What follows belongs to an exercise in optimizing a design on an open flow for small area; a production flow would make more cautious choices.
Function was checked by simulation only, so behaviour that the tests miss may differ from the original.
Power is estimated from default activity; no workload was simulated.

**run.sh**
```bash
#!/bin/bash
# synth_recipe.tcl (not shown) runs the flow's synth.tcl, then flattens the netlist and writes it again
# the make line also repeats each setting of config.mk as NAME=value (left out here)
make -C /OpenROAD-flow-scripts/flow DESIGN_CONFIG=/design/flow/config.mk WORK_HOME=/design/flow/orfs CLKGATE_MAP_FILE= SYNTH_SCRIPT=/design/flow/synth_recipe.tcl finish
```
**config.mk**
```make
export PLATFORM = sky130hd
export DESIGN_NAME = dma_copy_ctrl
export DESIGN_NICKNAME = dma_copy_ctrl
export VERILOG_FILES = /design/flow/design.v
export SDC_FILE = /design/flow/constraint.sdc
export NUM_CORES = 4
export LEC_CHECK = 0
export CAP_MARGIN = 20
export CORE_MARGIN = 2
export CORE_UTILIZATION = 30
export SLEW_MARGIN = 20
```
**constraint.sdc**
```tcl
create_clock -name core_clock -period 10.0 [get_ports {clk}]
set_input_delay 2.0000 -clock core_clock [delete_from_list [all_inputs] [get_ports {clk}]]
set_output_delay 2.0000 -clock core_clock [all_outputs]
set_load 0.01 [all_outputs]
```
**design.v**
```verilog
module dma_copy_ctrl #(
  parameter int N_SLOT = 8,
  parameter int ADDR_W = 40,
  parameter int LEN_W  = 16
) (
  input  logic              clk,
  input  logic              rstn,
  input  logic              cmd_valid,
  input  logic [ADDR_W-1:0] cmd_src,
  input  logic [ADDR_W-1:0] cmd_dst,
  input  logic [LEN_W-1:0]  cmd_beats,
  output logic              cmd_ready,
  output logic              busy,
  output logic              done,
  output logic              err,
  output logic              req_valid,
  output logic [119:0]      req_o,
  input  logic              req_ready,
  input  logic              rsp_valid,
  input  logic [71:0]       rsp_i,
  output logic              rsp_ready
);
  localparam int DMA_ADDR_W = 40;
  typedef enum logic {REQ_READ = 1'b0, REQ_WRITE = 1'b1} req_type_e;
  typedef struct packed {
    req_type_e             req_type;
    logic [6:0]            tid;
    logic [DMA_ADDR_W-1:0] addr;
    logic [63:0]           wdata;
    logic [7:0]            mask;
  } dma_req_t;
  typedef struct packed {
    logic [6:0]  tid;
    logic [63:0] rdata;
    logic        is_wr_rsp;
  } dma_rsp_t;
  dma_req_t          req;
  dma_rsp_t          rsp;
  assign req_o = req;
  assign rsp   = rsp_i;
  localparam int SW = $clog2(N_SLOT);
  typedef enum logic [1:0] {IDLE, RUN, DONE} state_e;
  typedef enum logic [1:0] {FREE, RD_PEND, DATA} slot_e;
  state_e            state_q, state_d;
  logic [ADDR_W-1:0] src_q, src_d, dst_q, dst_d;
  logic [LEN_W-1:0]  beats_q, beats_d, rd_iss_q, rd_iss_d, wr_iss_q, wr_iss_d, wr_ack_q, wr_ack_d;
  logic              err_q, err_d, hold_q, hold_d;
  dma_req_t          hreq_q, hreq_d, arb_req;
  slot_e             st_q [N_SLOT];
  slot_e             st_d [N_SLOT];
  logic [LEN_W-1:0]  idx_q [N_SLOT];
  logic [LEN_W-1:0]  idx_d [N_SLOT];
  logic [63:0]       data_q [N_SLOT];
  logic [63:0]       data_d [N_SLOT];
  logic              any_free, any_data, all_free, rd_ok, wr_ok, acc, in_rng;
  logic [SW-1:0]     free_s, data_s, acc_s, rsp_s;
  assign cmd_ready = state_q == IDLE;
  assign busy      = state_q != IDLE;
  assign done      = state_q == DONE;
  assign err       = err_q;
  assign rsp_ready = 1'b1;
  assign req_valid = hold_q | wr_ok | rd_ok;
  assign req       = hold_q ? hreq_q : (wr_ok | rd_ok) ? arb_req : '0;
  always_comb begin
    any_free = 1'b0;
    any_data = 1'b0;
    all_free = 1'b1;
    free_s   = '0;
    data_s   = '0;
    for (int i = N_SLOT - 1; i >= 0; i--) begin
      if (st_q[i] == FREE) begin
        any_free = 1'b1;
        free_s   = SW'(i);
      end
      if (st_q[i] == DATA) begin
        any_data = 1'b1;
        data_s   = SW'(i);
      end
      if (st_q[i] != FREE) all_free = 1'b0;
    end
    wr_ok            = state_q == RUN && any_data;
    rd_ok            = state_q == RUN && any_free && rd_iss_q < beats_q;
    arb_req.req_type = wr_ok ? REQ_WRITE : REQ_READ;
    arb_req.tid      = wr_ok ? {1'b1, 6'(data_s)} : {1'b0, 6'(free_s)};
    arb_req.addr     = wr_ok ? dst_q + (ADDR_W'(idx_q[data_s]) << 3) : src_q + (ADDR_W'(rd_iss_q) << 3);
    arb_req.wdata    = wr_ok ? data_q[data_s] : 64'd0;
    arb_req.mask     = wr_ok ? 8'hFF : 8'h00;
  end
  always_comb begin
    state_d  = state_q;
    src_d    = src_q;
    dst_d    = dst_q;
    beats_d  = beats_q;
    rd_iss_d = rd_iss_q;
    wr_iss_d = wr_iss_q;
    wr_ack_d = wr_ack_q;
    err_d    = err_q;
    for (int i = 0; i < N_SLOT; i++) begin
      st_d[i]   = st_q[i];
      idx_d[i]  = idx_q[i];
      data_d[i] = data_q[i];
    end
    acc      = req_valid & req_ready;
    hold_d   = req_valid & ~req_ready;
    hreq_d   = req;
    acc_s    = req.tid[SW-1:0];
    rsp_s    = rsp.tid[SW-1:0];
    in_rng   = {1'b0, rsp.tid[5:0]} < 7'(N_SLOT);
    if (acc && req.req_type == REQ_WRITE) begin
      st_d[acc_s] = FREE;
      wr_iss_d    = wr_iss_q + LEN_W'(1);
    end
    if (acc && req.req_type == REQ_READ) begin
      st_d[acc_s]  = RD_PEND;
      idx_d[acc_s] = rd_iss_q;
      rd_iss_d     = rd_iss_q + LEN_W'(1);
    end
    if (rsp_valid) begin
      if (!rsp.is_wr_rsp && !rsp.tid[6] && in_rng && st_q[rsp_s] == RD_PEND) begin
        st_d[rsp_s]   = DATA;
        data_d[rsp_s] = rsp.rdata;
      end else if (rsp.is_wr_rsp && rsp.tid[6] && in_rng && state_q == RUN && wr_ack_q < wr_iss_q) begin
        wr_ack_d = wr_ack_q + LEN_W'(1);
      end else begin
        err_d = 1'b1;
      end
    end
    if (state_q == IDLE && cmd_valid) begin
      src_d    = cmd_src;
      dst_d    = cmd_dst;
      beats_d  = cmd_beats;
      rd_iss_d = '0;
      wr_iss_d = '0;
      wr_ack_d = '0;
      err_d    = 1'b0;
      state_d  = cmd_beats == '0 ? DONE : RUN;
    end
    if (state_q == RUN && rd_iss_q == beats_q && wr_iss_q == beats_q && wr_ack_q == beats_q && all_free)
      state_d = DONE;
    if (state_q == DONE) state_d = IDLE;
  end
  always_ff @(posedge clk or negedge rstn) begin
    if (!rstn) begin
      state_q  <= IDLE;
      src_q    <= '0;
      dst_q    <= '0;
      beats_q  <= '0;
      rd_iss_q <= '0;
      wr_iss_q <= '0;
      wr_ack_q <= '0;
      err_q    <= 1'b0;
      hold_q   <= 1'b0;
      hreq_q   <= '0;
      for (int i = 0; i < N_SLOT; i++) begin
        st_q[i]   <= FREE;
        idx_q[i]  <= '0;
        data_q[i] <= '0;
      end
    end else begin
      state_q  <= state_d;
      src_q    <= src_d;
      dst_q    <= dst_d;
      beats_q  <= beats_d;
      rd_iss_q <= rd_iss_d;
      wr_iss_q <= wr_iss_d;
      wr_ack_q <= wr_ack_d;
      err_q    <= err_d;
      hold_q   <= hold_d;
      hreq_q   <= hreq_d;
      for (int i = 0; i < N_SLOT; i++) begin
        st_q[i]   <= st_d[i];
        idx_q[i]  <= idx_d[i];
        data_q[i] <= data_d[i];
      end
    end
  end
endmodule
```
==> run summary <==
synthesized netlist by cell type (28+ instances only):
cell / n
a21oi_1: 162
a221oi_1: 48
a222oi_1: 69
a22o_1: 29
a22oi_1: 56
and3_1: 30
buf_2: 58
clkbuf_1: 264
dfrtp_1: 924
ha_1: 69
inv_1: 67
mux2_2: 212
mux2i_1: 33
nand2_1: 1841
nand3_1: 46
nand4_1: 34
nor2_1: 122
nor3_1: 59
o211ai_1: 28
o21ai_0: 178
xnor2_1: 56
xor2_1: 35
final cells by class:
cell class | count | share of cell area (%)
timing repair buffer | 358 | 6.79
tap | 1903 | 4.63
sequential | 924 | 44.9
multi-input combinational | 3402 | 36.8
clock inverter | 37 | 0.914
inverter | 70 | 0.510
antenna | 4 | 0.0194
clock buffer | 135 | 5.44
flip-flops by register name, indices dropped and copies added (netlist names):
register	cells
beats_q	16
data_q	512
dst_q	40
err_q	1
hold_q	1
hreq_q	120
idx_q	128
rd_iss_q	16
src_q	40
st_q	16
state_q	2
wr_ack_q	16
wr_iss_q	16
power by group:
| group | leakage (nW) | switching [mW] | internal (mW) |
|---|---|---|---|
| Sequential | 12.6 | 0.289 | 4.09 |
| Combinational | 10.7 | 3.22 | 1.48 |
| Clock | 1.61 | 1.60 | 2.14 |
how the worst min path moves through the flow:
| stage | startpoint | endpoint | slack, ns | depth (start not counted) |
|---|---|---|---|---|
| floorplan | data_q[6][0] | data_q[6][0] | 0.43 | 2 |
| global placement | data_q[6][40] | data_q[6][40] | 0.44 | 2 |
| detailed placement | data_q[5][14] | data_q[5][14] | 0.45 | 2 |
| CTS | data_q[7][59] | data_q[7][59] | 0.47 | 2 |
| global route | data_q[7][7] | data_q[7][7] | 0.48 | 2 |
| finish | data_q[7][25] | data_q[7][25] | 0.46 | 2 |
worst max-delay path, cell delays in order, from the launching register on:
cell and delay, ns:
dfrtp_1 0.43, nand2b_1 0.20, o21ai_0 0.49, a21oi_1 0.25, o21ai_4 0.81, nand2_1 0.12
a21oi_1 0.17, nor2_1 0.06, a21oi_1 0.19, ha_1 0.33, a21o_1 0.22, or3_1 0.31
a311oi_1 0.34, nor2_1 0.20, a21oi_1 0.69, nor3b_1 0.15, xnor2_1 0.17, o221ai_1 0.26
clkdlybuf4s50_1 0.60
through the flow:
stage	cell area [um2]	std cells
2_1_floorplan	43600	4748
3_3_place_gp	48100	6654
3_5_place_dp	48100	6654
4_1_cts	51400	6826
5_1_grt	51500	6831
6_report	51500	6833
layer usage:
| layer | routed length (um) | GRT usage (%) | share of wire, % |
|---|---|---|---|
| met2 | 66400 | 30.4 | 46 |
| met3 | 11200 | 3.98 | 7.7 |
| met4 | 3380 | 5.04 | 2.3 |
| met5 | 127 | 0 | 0.087 |
| met1 | 64300 | 26.7 | 44 |
cell families (layout without fill, tap and decap cells):
logic type / Yosys count / count (layout) / synth area share (%)
AND/OR/NAND/NOR: 2254 / 2254 / 21.0
multiplexers: 259 / 259 / 6.62
buffers and inverters: 422 / 600 / 3.97
flip-flops: 924 / 924 / 53.0
adder cells (fa/ha/maj): 71 / 71 / 2.07
XOR/XNOR: 91 / 91 / 1.83
AO/OA/AOI/OAI: 726 / 726 / 11.5
other: 1 / 5 / 0.00860
==> impl_metrics.toml <==
[outcome]
outcome = "finished clean"

[drt]
detail-route-antenna-nets = 0
wirelength_um = 145000
first_pass_iters = 7
num_vias = 35200
routedWlPerCell_um = 21.3
drtIter0Drc = 3282
viasPerCell = 5.16
drc = 0

[logic_synthesis]
yosysTopAreaCellShare_pct = 53.0
syn_area_per_cell_um2 = 9.18
synth_area_mm2 = 0.0436
synth-seq-cells = 924
synth_top_cell_by_area = "dfrtp_1"
yosys_warnings = 7
async_flop_share_pct = 100
syn_inst = 4748
synth_cell_type_count = 85
synth-edff-count = 0
synth_seq_area_share_pct = 53.0
synth_flop_cell = "dfrtp_1"
ys_top_cells_by_area = "dfrtp_1 (53%), nand2_1 (16%), mux2_2 (5.5%)"
synth_fp_nets = 4992

[critical_path]
rr_endpoint = "hreq_q[103]"
reg2reg_depth = 17
critPathLaunchType = "flop"
cp-startpoint = "st_q[7][0]"
endpoint = "req_o[107]"
required_ns = 8.00
critPathCaptureType = "primary output"
r2r_start = "st_q[7][0]"
crit_arrival_ns = 6.70
path_class = "flop to primary output"
r2r_slack_ns = 4.36
path_max_fanout = 28

[timing]
fmax_ghz = 0.115
setup_tns_ns = 0
setup_slack_ns = 1.30
finalSetupViolations = 0
skew_ns = 0.0650
hold_viol_final = 0
worst_pin_slew_ns = 1.15
drv_slew = 0
min_period_over_period_pct = 87.0
slew_headroom_pct = 23.3
whs_ns = 0.462
rsz0062_at_grt = "no"
min_period_ns = 8.70

[global_route]
grt_max_degree = 179
grt_util_all_layers_pct = 19.2
grt_pass1_wl_um = 220000
first_global_vias = 34300
antenna_found_initial = 23
grt_overflow = 0

[layout]
area_growth_pct = 18.1
final_cell_mix = "nand2_1 (1839), dfrtp_1 (923), clkdlybuf4s50_1 (296)"
area.sequential_mm2 = 0.0231
layout.nets = 5097
fillerInstances = 14500
multi_input_area_mm2 = 0.0189
drive_above_1_share_pct = 10.1
final_common_cell = "nand2_1"
utilization_pct = 35.7

[placed_design]
pre_cts_ws_ns = 2.11
dp_hpwl_um = 89700
port_buffers = 297
place_congestion = 0.870

[clock_tree]
cts.sinks = 924
clk_latency_ns = 0.74
cts_hold_buf = 0
post_cts_buffers = 0
ctsResizeCount = 0
root_buffer = "clkbuf_16"
htree_levels = 3
clkTransAtPathRegs_ns = 0.07
cts_buffers = 97
clock_tree.buffer_depth = 3
cts_tree = "built"

[floorplan]
row_count = 139
die_area_mm2 = 0.148
start_util_pct = 30.3
die_h_um = 385
ioPinCount = 299
die_x_um = 385
core_area_mm2 = 0.144

[flow_run]
drv_cap = 0

[power_and_ir_drop]
p_total_mw = 12.8
power_density_mw_per_mm2 = 249
p_leak_nw = 25.0
vdd_ir_drop_max_v = 0.000229

[min_path]
hold_path_class = "flop to flop"

-- what the ideal ports hide --
The results above use ideal ports. As a check the final layout listed here was re-extracted and re-timed, cells and wires unchanged. Step 1 (the two cells are an assumption about what drives the block):
set clk [get_ports {clk}]
set_driving_cell -lib_cell sky130_fd_sc_hd__clkbuf_16 $clk
set_driving_cell -lib_cell sky130_fd_sc_hd__buf_2 [delete_from_list [all_inputs] $clk]
Step 2 times the ports against the registers' clock, not the clock port: input delays grow and output delays shrink by t, the midpoint of the rising clock arrivals with the driver on. a / b / c = ideal / step 1 / step 2; a / b = the first two.
t, ns: 0.772
slack for setup (ns): 1.302 / 1.234 / 2.007
hold slack, ns: 0.462 / 0.462 / 0.462
worst register clock-pin slew, ns: 0.07 / 0.07
worst data-port slew with drivers (ns): 0.18
After both steps this run still meets setup and hold. The setup slack of this run moves by -0.068 ns with the drivers and by +0.705 ns with both steps.
